Source: an optimization exercise on an open RTL-to-GDS flow (aim: small area, a short achievable clock period and few clock cycles per item). Production flows keep margins and buffers that such runs may drop.
Where RTL was checked, it was by simulation tests only, not by an equivalence proof against the original.

==> inputs of trial 1 <==
==> flow/design.v (excerpt) <==
module adaptive_gain_pcm_mixer (
  input  logic        clk,
  input  logic        rst,
  input  logic        sample_valid,
  output logic        sample_ready,
  input  logic [15:0] sample_vocal,
  input  logic [15:0] sample_music,
  input  logic        sample_last,
  output logic        result_valid,
  input  logic        result_ready,
  output logic [15:0] result_mixed,
  output logic        result_clipped,
  output logic        result_last,
  input  logic        cfg_valid,
  output logic        cfg_ready,
  input  logic [3:0]  cfg_index,
  input  logic [15:0] cfg_wdata
);
  logic [GAIN_W-1:0] music_gain;
  logic [GAIN_W-1:0] vocal_gain;
  logic                       s1_valid;
  logic signed [SAMPLE_W-1:0] s1_vocal;
  logic signed [SAMPLE_W-1:0] s1_music;
  logic                       s1_last;
  logic                       s2_valid;
  logic                       s2_last;
  logic                       out_valid;
  logic [15:0]                out_mag;
  logic                       out_neg;
  logic                       out_clipped;
  logic                       out_last;
  logic [15:0]                attenuation;
  logic                       div_busy;
  logic                       div_done;
  logic [15:0]                div_att;
  logic out_free, s3_take, s2_free, s1_take, s1_free, accept;
  assign out_free     = ~out_valid | result_ready;
  assign s3_take      = s2_valid & out_free & ~div_busy;
  assign s2_free      = ~s2_valid | s3_take;
  assign s1_take      = s1_valid & s2_free;
  assign s1_free      = ~s1_valid | s1_take;
  assign sample_ready = s1_free;
  assign accept       = sample_valid & s1_free;
  assign cfg_ready    = 1'b1;
  assign result_valid   = out_valid;
  assign result_mixed   = (out_mag ^ {16{out_neg}}) + {15'd0, out_neg};
  assign result_clipped = out_clipped;
  assign result_last    = out_last;
  always_ff @(posedge clk) begin
    if (rst) begin
  ...
==> module agpm_div, before the edit <==
module agpm_div #(
  parameter int STEPS = 3
) (
  input  logic              clk,
  input  logic              rst,
  input  logic              start,       
  input  logic              neg,         
  input  logic [DIV_W-1:0]  d,           
  output logic              busy,
  output logic              done,        
  output logic [15:0]       att_out
);
  localparam int NCYC = (QUO_W + STEPS - 1) / STEPS;
  localparam int T    = NCYC * STEPS;    
  localparam int E    = T - QUO_W;       
  logic [DIV_W-1:0] dr;
  logic [DIV_W-1:0] rem;
  logic [T-1:0]     dq;                  
  logic [$clog2(NCYC+1)-1:0] cnt;
  logic [DIV_W-1:0] rem_n;
  logic [T-1:0]     dq_n;
  logic [T-1:0]     dq_init;
  logic [15:0]      n_init;
  assign n_init  = neg ? 16'd32768 : 16'd32767;
  assign dq_init = T'({n_init, 15'd0});
  always_comb begin
    logic [DIV_W:0] trial;
    rem_n = rem;
    dq_n  = dq;
    for (int i = 0; i < STEPS; i++) begin
      trial = {rem_n, dq_n[T-1]};
      if (trial >= {1'b0, dr}) begin
        rem_n = DIV_W'(trial - {1'b0, dr});
        dq_n  = {dq_n[T-2:0], 1'b1};
      end else begin
        rem_n = trial[DIV_W-1:0];
        dq_n  = {dq_n[T-2:0], 1'b0};
      end
    end
  end
  assign done    = busy && cnt == 1;
  assign att_out = {1'b0, dq_n[QUO_W-1:0]} + ((UNITY_Q15 - {1'b0, dq_n[QUO_W-1:0]}) >> RECOVERY_SHIFT);
  always_ff @(posedge clk) begin
    if (rst) begin
      busy <= 1'b0;
    end else if (start) begin
      busy <= 1'b1;
    end else if (done) begin
      busy <= 1'b0;
    end
  end
  always_ff @(posedge clk) begin
    if (start) begin
      dr  <= d;
      rem <= DIV_W'(n_init >> E);
      dq  <= dq_init;
      cnt <= NCYC[$bits(cnt)-1:0];
    end else if (busy) begin
      rem <= rem_n;
      dq  <= dq_n;
      cnt <= cnt - 1'b1;
    end
  end
endmodule
Settings: LEC_CHECK=0, CAP_MARGIN=20, CORE_MARGIN=2, CORE_UTILIZATION=40, SLEW_MARGIN=20; clock period 10.0 ns.
run.sh (not shown) runs the stock make flow with config.mk's settings and CLKGATE_MAP_FILE= SYNTH_SCRIPT=/design/flow/synth_recipe.tcl, a recipe that flattens the netlist after the stock synthesis.
==> trial 25: changes against trial 1 <==
--- a/flow/design.v
+++ b/flow/design.v
@@ -32,5 +32,5 @@
   logic [DIV_W-1:0] rem;
   logic [T-1:0]     dq;                  
-  logic [$clog2(NCYC+1)-1:0] cnt;
+  logic [3:0]       cnt;
   logic [DIV_W-1:0] rem_n;
   logic [T-1:0]     dq_n;
@@ -70,5 +70,5 @@
       rem <= DIV_W'(n_init >> E);
       dq  <= dq_init;
-      cnt <= NCYC[$bits(cnt)-1:0];
+      cnt <= 4'(NCYC);
     end else if (busy) begin
       rem <= rem_n;
==> comparison <==
- Against trial 25, the worst setup slack of trial 1 is worse by 340 ps.
- Between trial 25 and trial 1, the lower clock-buffer cell count is in trial 25 (gap 2).
- Fmax: trial 25 is higher than trial 1 (about 3.7%).
- Between trial 1 and trial 25, the lower critical path depth is in trial 1 (gap 6).
- In trial 25 the cell count is higher than in trial 1, by about 0.6%.
- Between trial 1 and trial 25, the lower global-route usage is in trial 1 (gap 1.4 points).
- Against trial 1, the core utilization of trial 25 is lower by 0.17 points.
- Of trial 1 and trial 25, trial 1 has the higher hold slack (gap 3.4 ps).
Testbench counts of trial 25, summed over its fixed seeds: cycles 2,692, items 2,048.
The RTL of trial 1 was laid out without a check of its function.

-- re-timing with driven ports --
How much do the figures lean on ideal ports? The routed layouts below were timed once more, with nothing changed but the port constraints.
Step 1 assumes that a clkbuf_16 drives the clock port and a buf_2 every other input.
Step 2 times the ports against the registers' clock, not the clock port: input delays grow and output delays shrink by t, the midpoint of the rising clock arrivals with the driver on.
Three values: no drivers, after step 1, after step 2; two values: the first two.
run	t (ns)	setup slack, ns	worst slew at a driven data input, ns	pins driven straight from the clock port
trial 1	0.581	0.458 / 0.458 / 0.458	0.18	1
trial 25	0.581	0.799 / 0.799 / 0.799	0.17	1
After both steps every run listed still meets setup and hold.
